Context: an optimization exercise on an open-source flow, tuned for small area, a short achievable clock period and few clock cycles per item. The choices shown serve that exercise and are no tape-out recipe.
At most, simulation tests tie the RTL to the original design; equivalence was not proved.

== P ==
// elastic_alu
module elastic_alu (
	input logic clk,
	input logic rst,
	input logic [31:0] lhs,
	input logic [3:0] lhs_op,
	input logic lhs_valid,
	output logic lhs_ready,
	input logic [31:0] rhs,
	input logic rhs_valid,
	output logic rhs_ready,
	output logic [31:0] result,
	output logic result_valid,
	input logic result_ready
);
Settings: LEC_CHECK=0, CAP_MARGIN=20, CORE_MARGIN=2, CORE_UTILIZATION=40, SLEW_MARGIN=20, SYNTH_HIERARCHICAL=1; clock period 10.0 ns.
standard.sh (not shown) runs the stock make flow with config.mk's settings and CLKGATE_MAP_FILE= SYNTH_SCRIPT=/design/flow/synth_recipe.tcl, a recipe that flattens the netlist after the stock synthesis.
==> flow/flow/run.sh <==
#!/bin/bash
set -euo pipefail
MARGIN=${MARGIN:-6.5}
sed "s/\"\\\${@:-finish}\"/SETUP_SLACK_MARGIN=$MARGIN \"\${@:-finish}\"/" standard.sh > flow/standard_margin.sh
grep -q "SETUP_SLACK_MARGIN=$MARGIN" flow/standard_margin.sh
bash flow/standard_margin.sh > make_flow.log 2>&1
Testbench counts of P, summed over its fixed seeds: cycles 16,032, items 16,000.
Edits applied to the flow inputs when going from P to Q:
==> flow/flow/standard_margin.sh (new file) <==
#!/bin/bash
# The standard flow's own layout of this design, on the ORFS make targets given (by default finish). After
# finish it leaves the final layout's DEF at /design/flow/out/final.def.
set -euo pipefail
make -C /OpenROAD-flow-scripts/flow DESIGN_CONFIG=/design/flow/config.mk WORK_HOME=/design/flow/orfs CLKGATE_MAP_FILE= SYNTH_SCRIPT=/design/flow/synth_recipe.tcl CAP_MARGIN=20 CORE_MARGIN=2 CORE_UTILIZATION=40 SLEW_MARGIN=20 SYNTH_HIERARCHICAL=1 SETUP_SLACK_MARGIN=6.5 "${@:-finish}"
if [[ -f /design/flow/orfs/results/sky130hd/elastic_alu/base/6_final.odb ]]; then
  : # left out here: write the final layout as DEF
fi
Per the comparison of Q with P, count of multi-input combinational gates was more or less identical, share of the cycle needed by the critical path after routing was more or less identical. Q: full flow OK, the timing, DRC and antenna checks passed. Q vs. P: via count barely changed; first-iteration DRC count barely changed.

========
north:
elastic_alu, a different RTL version from the one above (not shown whole).
Size in the first run: about 2,600 cells after synthesis, ~280 flip-flops, about 110 I/O pins, about 26,000 µm² of cells after synthesis.
// elastic_alu
module elastic_alu (
	input logic clk,
	input logic rst,
	input logic [31:0] lhs,
	input logic [3:0] lhs_op,
	input logic lhs_valid,
	output logic lhs_ready,
	input logic [31:0] rhs,
	input logic rhs_valid,
	output logic rhs_ready,
	output logic [31:0] result,
	output logic result_valid,
	input logic result_ready
);
	logic d_mul, d_sh, d_one, d_addr, d_subr, d_and, d_or, d_xor, d_cin, d_sgn, d_rt, d_s;
	logic [1:0] d_ck;
	logic [31:0] d_l;
	always_comb begin
		d_mul = (lhs_op == 4'd2);
		d_sh = (lhs_op == 4'd6) | (lhs_op == 4'd7) | (lhs_op == 4'd8);
		d_rt = (lhs_op == 4'd7) | (lhs_op == 4'd8);
		d_s = (lhs_op == 4'd8) & lhs[31];
		d_addr = (lhs_op == 4'd0);
		d_subr = (lhs_op == 4'd1) | ((lhs_op >= 4'd9) & (lhs_op <= 4'd14));
		d_one = d_addr | d_subr;
		d_and = (lhs_op == 4'd3);
		d_or = (lhs_op == 4'd4);
		d_xor = (lhs_op == 4'd5);
		d_cin = (lhs_op == 4'd1) | (lhs_op == 4'd9) | (lhs_op == 4'd10) | (lhs_op == 4'd11) | (lhs_op == 4'd13);
		d_sgn = (lhs_op == 4'd13) | (lhs_op == 4'd14);
  ...
==> flow/config.mk <==
export PLATFORM = sky130hd
export DESIGN_NAME = elastic_alu
export DESIGN_NICKNAME = elastic_alu
export VERILOG_FILES = /design/flow/design.v
export SDC_FILE = /design/flow/constraint.sdc
export NUM_CORES = 4
export LEC_CHECK = 0
export ABC_CLOCK_PERIOD_IN_PS = 3500
export CAP_MARGIN = 20
export CORE_MARGIN = 2
export CORE_UTILIZATION = 40
export SETUP_SLACK_MARGIN = 5
export SLEW_MARGIN = 20
==> flow/constraint.sdc <==
create_clock -name core_clock -period 10.0 [get_ports {clk}]
set_input_delay 2.0000 -clock core_clock [delete_from_list [all_inputs] [get_ports {clk}]]
set_output_delay 2.0000 -clock core_clock [all_outputs]
set_load 0.01 [all_outputs]
run.sh (not shown) runs the stock make flow with config.mk's settings and CLKGATE_MAP_FILE= SYNTH_SCRIPT=/design/flow/synth_recipe.tcl, a recipe that flattens the netlist after the stock synthesis.
Stock flow here: none of the scripts above is used.
Per the final summary, north finished and its layout is clean on timing, DRC and antenna.
Input changes introduced in east (baseline for comparison: north):
- a deleted ABC_CLOCK_PERIOD_IN_PS that had been 3500
### Flow results
Comparing east against north, there is no change at all in DRC violation count after routing.
Re fraction of standard cell area that is sequential: no difference whatsoever between east and north.
Comparing north against east, there is no change at all in compound-cell area share of the yosys netlist.
Diff east..north | number of tap cells inserted | unchanged
Summary of east over north: headroom to the max-slew limit held, total instance count after detailed placement held, total number of sequential cells held.
No functional check of the RTL was part of any run of this note.

========
Another version of the RTL of elastic_alu (not shown whole).
Size in the first run: about 350 flip-flops, about 110 I/O pins.
## elastic_alu
module elastic_alu (
	input logic clk,
	input logic rst,
	input logic [31:0] lhs,
	input logic [3:0] lhs_op,
	input logic lhs_valid,
	output logic lhs_ready,
	input logic [31:0] rhs,
	input logic rhs_valid,
	output logic rhs_ready,
	output logic [31:0] result,
	output logic result_valid,
	input logic result_ready
);
	logic lv, rv, fire, adv;
	logic [31:0] a_l, a_r;
	logic [3:0] a_op;
	logic lbusy, rbusy, lv_n, rv_n, sv_n;
	assign fire = lv & rv & adv;
	assign lhs_ready = ~lbusy;
	assign rhs_ready = ~rbusy;
	logic l_en, r_en;
	assign l_en = ~lv | fire;
	assign r_en = ~rv | fire;
	assign lv_n = l_en ? lhs_valid : lv;
	assign rv_n = r_en ? rhs_valid : rv;
	always_ff @(posedge clk or posedge rst) begin
		if (rst) begin
			lv <= 1'b0;
			rv <= 1'b0;
			lbusy <= 1'b0;
			rbusy <= 1'b0;
		end else begin
			lv <= lv_n;
			rv <= rv_n;
			lbusy <= lv_n & ~(rv_n & ~sv_n);
			rbusy <= rv_n & ~(lv_n & ~sv_n);
		end
	end
	always_ff @(posedge clk) begin
		if (l_en) begin
			a_l <= lhs;
			a_op <= lhs_op;
		end
		if (r_en) begin
			a_r <= rhs;
		end
	end
	logic o_mul, o_sh, o_one, o_addr, o_subr, o_and, o_or, o_xor, o_cin, o_sgn, o_rt, o_s;
	logic [31:0] e_l, e_ad, fill;
	logic [15:0] e_one, e_two, e_neg;
	logic [32:0] rr;
	logic e_x0, eq, lt, e_cmp;
	logic [31:0] cl, cr;
	always_comb begin
		o_mul = (a_op == 4'd2);
		o_sh = (a_op == 4'd6) | (a_op == 4'd7) | (a_op == 4'd8);
		o_rt = (a_op == 4'd7) | (a_op == 4'd8);
		o_s = (a_op == 4'd8) & a_l[31];
		o_addr = (a_op == 4'd0);
		o_subr = (a_op == 4'd1);
		o_one = o_addr | o_subr;
		o_and = (a_op == 4'd3);
		o_or = (a_op == 4'd4);
		o_xor = (a_op == 4'd5);
		o_cin = (a_op == 4'd1);
		o_sgn = (a_op == 4'd13) | (a_op == 4'd14);
		for (int i = 0; i < 32; i++) begin
			e_l[i] = o_rt ? a_l[31 - i] : a_l[i];
		end
		rr = {a_r, 1'b0};
		for (int j = 0; j < 16; j++) begin
			e_one[j] = (o_mul & (rr[2*j+1] ^ rr[2*j])) | (o_sh & (a_r[4:1] == j) & ~a_r[0]) | ((j == 0) & o_one);
			e_two[j] = (o_mul & ((rr[2*j+2] & ~rr[2*j+1] & ~rr[2*j]) | (~rr[2*j+2] & rr[2*j+1] & rr[2*j]))) |
				(o_sh & (a_r[4:1] == j) & a_r[0]);
			e_neg[j] = o_mul & rr[2*j+2];
		end
		e_x0 = o_mul ? e_neg[0] : o_cin;
		for (int i = 0; i < 32; i++) begin
			fill[i] = o_s & (i < a_r[4:0]);
		end
		e_ad = ({32{o_addr}} & a_r) | ({32{o_subr}} & ~a_r) | ({32{o_and}} & (a_l & a_r)) |
			({32{o_or}} & (a_l | a_r)) | ({32{o_xor}} & (a_l ^ a_r)) | fill;
  ...
==> flow/config.mk <==
export PLATFORM = sky130hd
export DESIGN_NAME = elastic_alu
export DESIGN_NICKNAME = elastic_alu
export VERILOG_FILES = /design/flow/design.v
export SDC_FILE = /design/flow/constraint.sdc
export NUM_CORES = 4
export LEC_CHECK = 0
export CAP_MARGIN = 20
export CORE_MARGIN = 2
export CORE_UTILIZATION = 40
export GPL_ROUTABILITY_DRIVEN = 0
export SLEW_MARGIN = 20
export SYNTH_HIERARCHICAL = 1
==> flow/constraint.sdc <==
create_clock -name core_clock -period 10.0 [get_ports {clk}]
set_input_delay 2.0000 -clock core_clock [delete_from_list [all_inputs] [get_ports {clk}]]
set_output_delay 2.0000 -clock core_clock [all_outputs]
set_load 0.01 [all_outputs]
standard.sh (not shown) runs the stock make flow with config.mk's settings and CLKGATE_MAP_FILE= SYNTH_SCRIPT=/design/flow/synth_recipe.tcl, a recipe that flattens the netlist after the stock synthesis.
==> flow/flow/run.sh <==
#!/bin/bash
# The standard layout (standard.sh) with two changes to the ORFS run:
#  - timing repair aims at a larger setup slack (SETUP_SLACK_MARGIN), so the
#    layout is sped up beyond the 10 ns clock it must meet;
#  - the port buffers are buf_2 cells rather than the delay-cell buffer that
#    buffer_ports picks by default (every port still gets its own buffer).
# The make output goes to make_flow.log; ORFS keeps each tool's log under orfs/logs.
set -euo pipefail
MARGIN=${MARGIN:-6.5}
PORTBUF=${PORTBUF:-sky130_fd_sc_hd__buf_2}
sed "s/\"\\\${@:-finish}\"/SETUP_SLACK_MARGIN=$MARGIN 'BUFFER_PORTS_ARGS=-buffer_cell $PORTBUF' \"\${@:-finish}\"/" standard.sh > flow/standard_own.sh
grep -q "SETUP_SLACK_MARGIN=$MARGIN" flow/standard_own.sh
bash flow/standard_own.sh > make_flow.log 2>&1
==> flow/flow/standard_own.sh <==
#!/bin/bash
# The standard flow's own layout of this design, on the ORFS make targets given (by default finish). After
# finish it leaves the final layout's DEF at /design/flow/out/final.def.
set -euo pipefail
make -C /OpenROAD-flow-scripts/flow DESIGN_CONFIG=/design/flow/config.mk WORK_HOME=/design/flow/orfs CLKGATE_MAP_FILE= SYNTH_SCRIPT=/design/flow/synth_recipe.tcl CAP_MARGIN=20 CORE_MARGIN=2 CORE_UTILIZATION=40 GPL_ROUTABILITY_DRIVEN=0 SLEW_MARGIN=20 SYNTH_HIERARCHICAL=1 SETUP_SLACK_MARGIN=6.5 'BUFFER_PORTS_ARGS=-buffer_cell sky130_fd_sc_hd__buf_2' "${@:-finish}"
if [[ -f /design/flow/orfs/results/sky130hd/elastic_alu/base/6_final.odb ]]; then
  : # left out here: write the final layout as DEF
fi
Testbench counts at the start, summed over its fixed seeds: cycles 16,032, items 16,000.
Then changed:
--- a/flow/flow/run.sh
+++ b/flow/flow/run.sh
@@ -9 +9 @@
-MARGIN=${MARGIN:-6.5}
+MARGIN=${MARGIN:-7.0}
==> flow/flow/standard_own.sh (replaced) <==
#!/bin/bash
# The standard flow's own layout of this design, on the ORFS make targets given (by default finish). After
# finish it leaves the final layout's DEF at /design/flow/out/final.def.
set -euo pipefail
make -C /OpenROAD-flow-scripts/flow DESIGN_CONFIG=/design/flow/config.mk WORK_HOME=/design/flow/orfs CLKGATE_MAP_FILE= SYNTH_SCRIPT=/design/flow/synth_recipe.tcl CAP_MARGIN=20 CORE_MARGIN=2 CORE_UTILIZATION=40 SLEW_MARGIN=20 SYNTH_HIERARCHICAL=1 SETUP_SLACK_MARGIN=7.0 'BUFFER_PORTS_ARGS=-buffer_cell sky130_fd_sc_hd__buf_2' "${@:-finish}"
if [[ -f /design/flow/orfs/results/sky130hd/elastic_alu/base/6_final.odb ]]; then
  : # left out here: write the final layout as DEF
fi
- GPL_ROUTABILITY_DRIVEN: 0 -> default
Result: Cell area went up by roughly a tenth. Via count went up by a few percent. Count of clock-buffer cells in the layout rose by 2. Routed wire length grows by about a fifth. Utilization increases by 5.7 points. Worst hold slack barely changes. Critical path depth is unchanged. Final cell count rose by a few percent. Area after synthesis stays the same.
Then changed:
--- a/flow/flow/run.sh
+++ b/flow/flow/run.sh
@@ -9 +9 @@
-MARGIN=${MARGIN:-7.0}
+MARGIN=${MARGIN:-6.6}
==> flow/flow/standard_own.sh (replaced) <==
#!/bin/bash
# The standard flow's own layout of this design, on the ORFS make targets given (by default finish). After
# finish it leaves the final layout's DEF at /design/flow/out/final.def.
set -euo pipefail
make -C /OpenROAD-flow-scripts/flow DESIGN_CONFIG=/design/flow/config.mk WORK_HOME=/design/flow/orfs CLKGATE_MAP_FILE= SYNTH_SCRIPT=/design/flow/synth_recipe.tcl CAP_MARGIN=20 CORE_MARGIN=2 CORE_UTILIZATION=40 SLEW_MARGIN=20 SYNTH_HIERARCHICAL=1 SETUP_SLACK_MARGIN=6.6 'BUFFER_PORTS_ARGS=-buffer_cell sky130_fd_sc_hd__buf_2' "${@:-finish}"
if [[ -f /design/flow/orfs/results/sky130hd/elastic_alu/base/6_final.odb ]]; then
  : # left out here: write the final layout as DEF
fi
After rerunning: Sequential cell count does not change; setup slack loses 21 ps; register-to-register slack gets worse by 20 ps; wire length goes down by 7.0%; first-iteration DRC count came out higher by 11%; via count went down by 5.1%.
Then changed:
--- a/flow/flow/run.sh
+++ b/flow/flow/run.sh
@@ -9 +9 @@
-MARGIN=${MARGIN:-6.6}
+MARGIN=${MARGIN:-6.3}
==> flow/flow/standard_own.sh (replaced) <==
#!/bin/bash
# The standard flow's own layout of this design, on the ORFS make targets given (by default finish). After
# finish it leaves the final layout's DEF at /design/flow/out/final.def.
set -euo pipefail
make -C /OpenROAD-flow-scripts/flow DESIGN_CONFIG=/design/flow/config.mk WORK_HOME=/design/flow/orfs CLKGATE_MAP_FILE= SYNTH_SCRIPT=/design/flow/synth_recipe.tcl CAP_MARGIN=20 CORE_MARGIN=2 CORE_UTILIZATION=40 SLEW_MARGIN=20 SYNTH_HIERARCHICAL=1 SETUP_SLACK_MARGIN=6.3 'BUFFER_PORTS_ARGS=-buffer_cell sky130_fd_sc_hd__buf_2' "${@:-finish}"
if [[ -f /design/flow/orfs/results/sky130hd/elastic_alu/base/6_final.odb ]]; then
  : # left out here: write the final layout as DEF
fi
=>
- The changed run went through all stages and came out clean
- clock skew is lower by 11 ps
- maximum frequency is lower by 5.6%
- worst setup slack is worse by 210 ps
- wire length is lower by 1.6%
- sequential share of layout area is higher by 1.2 points
- first-iteration DRC count is lower by 15%

-- static timing again, ports no longer ideal --
The results above use ideal ports. As a check the final layouts listed here were re-extracted and re-timed, cells and wires unchanged.
Step 1, drivers: a clkbuf_16 drives clk and a buf_2 each remaining input, both assumed.
Step 2 also shifts input and output timing later by t, the mid clock arrival at the registers, as if the neighbouring blocks saw the same clock.
Three values: ideal ports, drivers, drivers and shift; two values: the first two.
run	t (ns)	slack for setup (ns)	worst register clock-pin slew, ns	worst data-port slew with drivers (ns)	pins driven straight from the clock port
P	0.641	6.552 / 6.491 / 6.531	0.06 / 0.06	0.05	1
Q	0.641	6.552 / 6.491 / 6.531	0.06 / 0.06	0.05	1
north	0.666	5.031 / 5.031 / 5.031	0.07 / 0.07	0.05	1
east	0.666	5.031 / 5.031 / 5.031	0.07 / 0.07	0.05	1
the first run of note 3	0.631	6.541 / 6.541 / 6.541	0.07 / 0.07	0.04	1
the second run of note 3	0.634	6.573 / 6.573 / 6.573	0.06 / 0.06	0.03	1
the third run of note 3	0.635	6.552 / 6.552 / 6.552	0.07 / 0.07	0.03	1
the fourth run of note 3	0.641	6.347 / 6.347 / 6.347	0.07 / 0.07	0.03	1
After both steps every run listed still meets setup and hold.
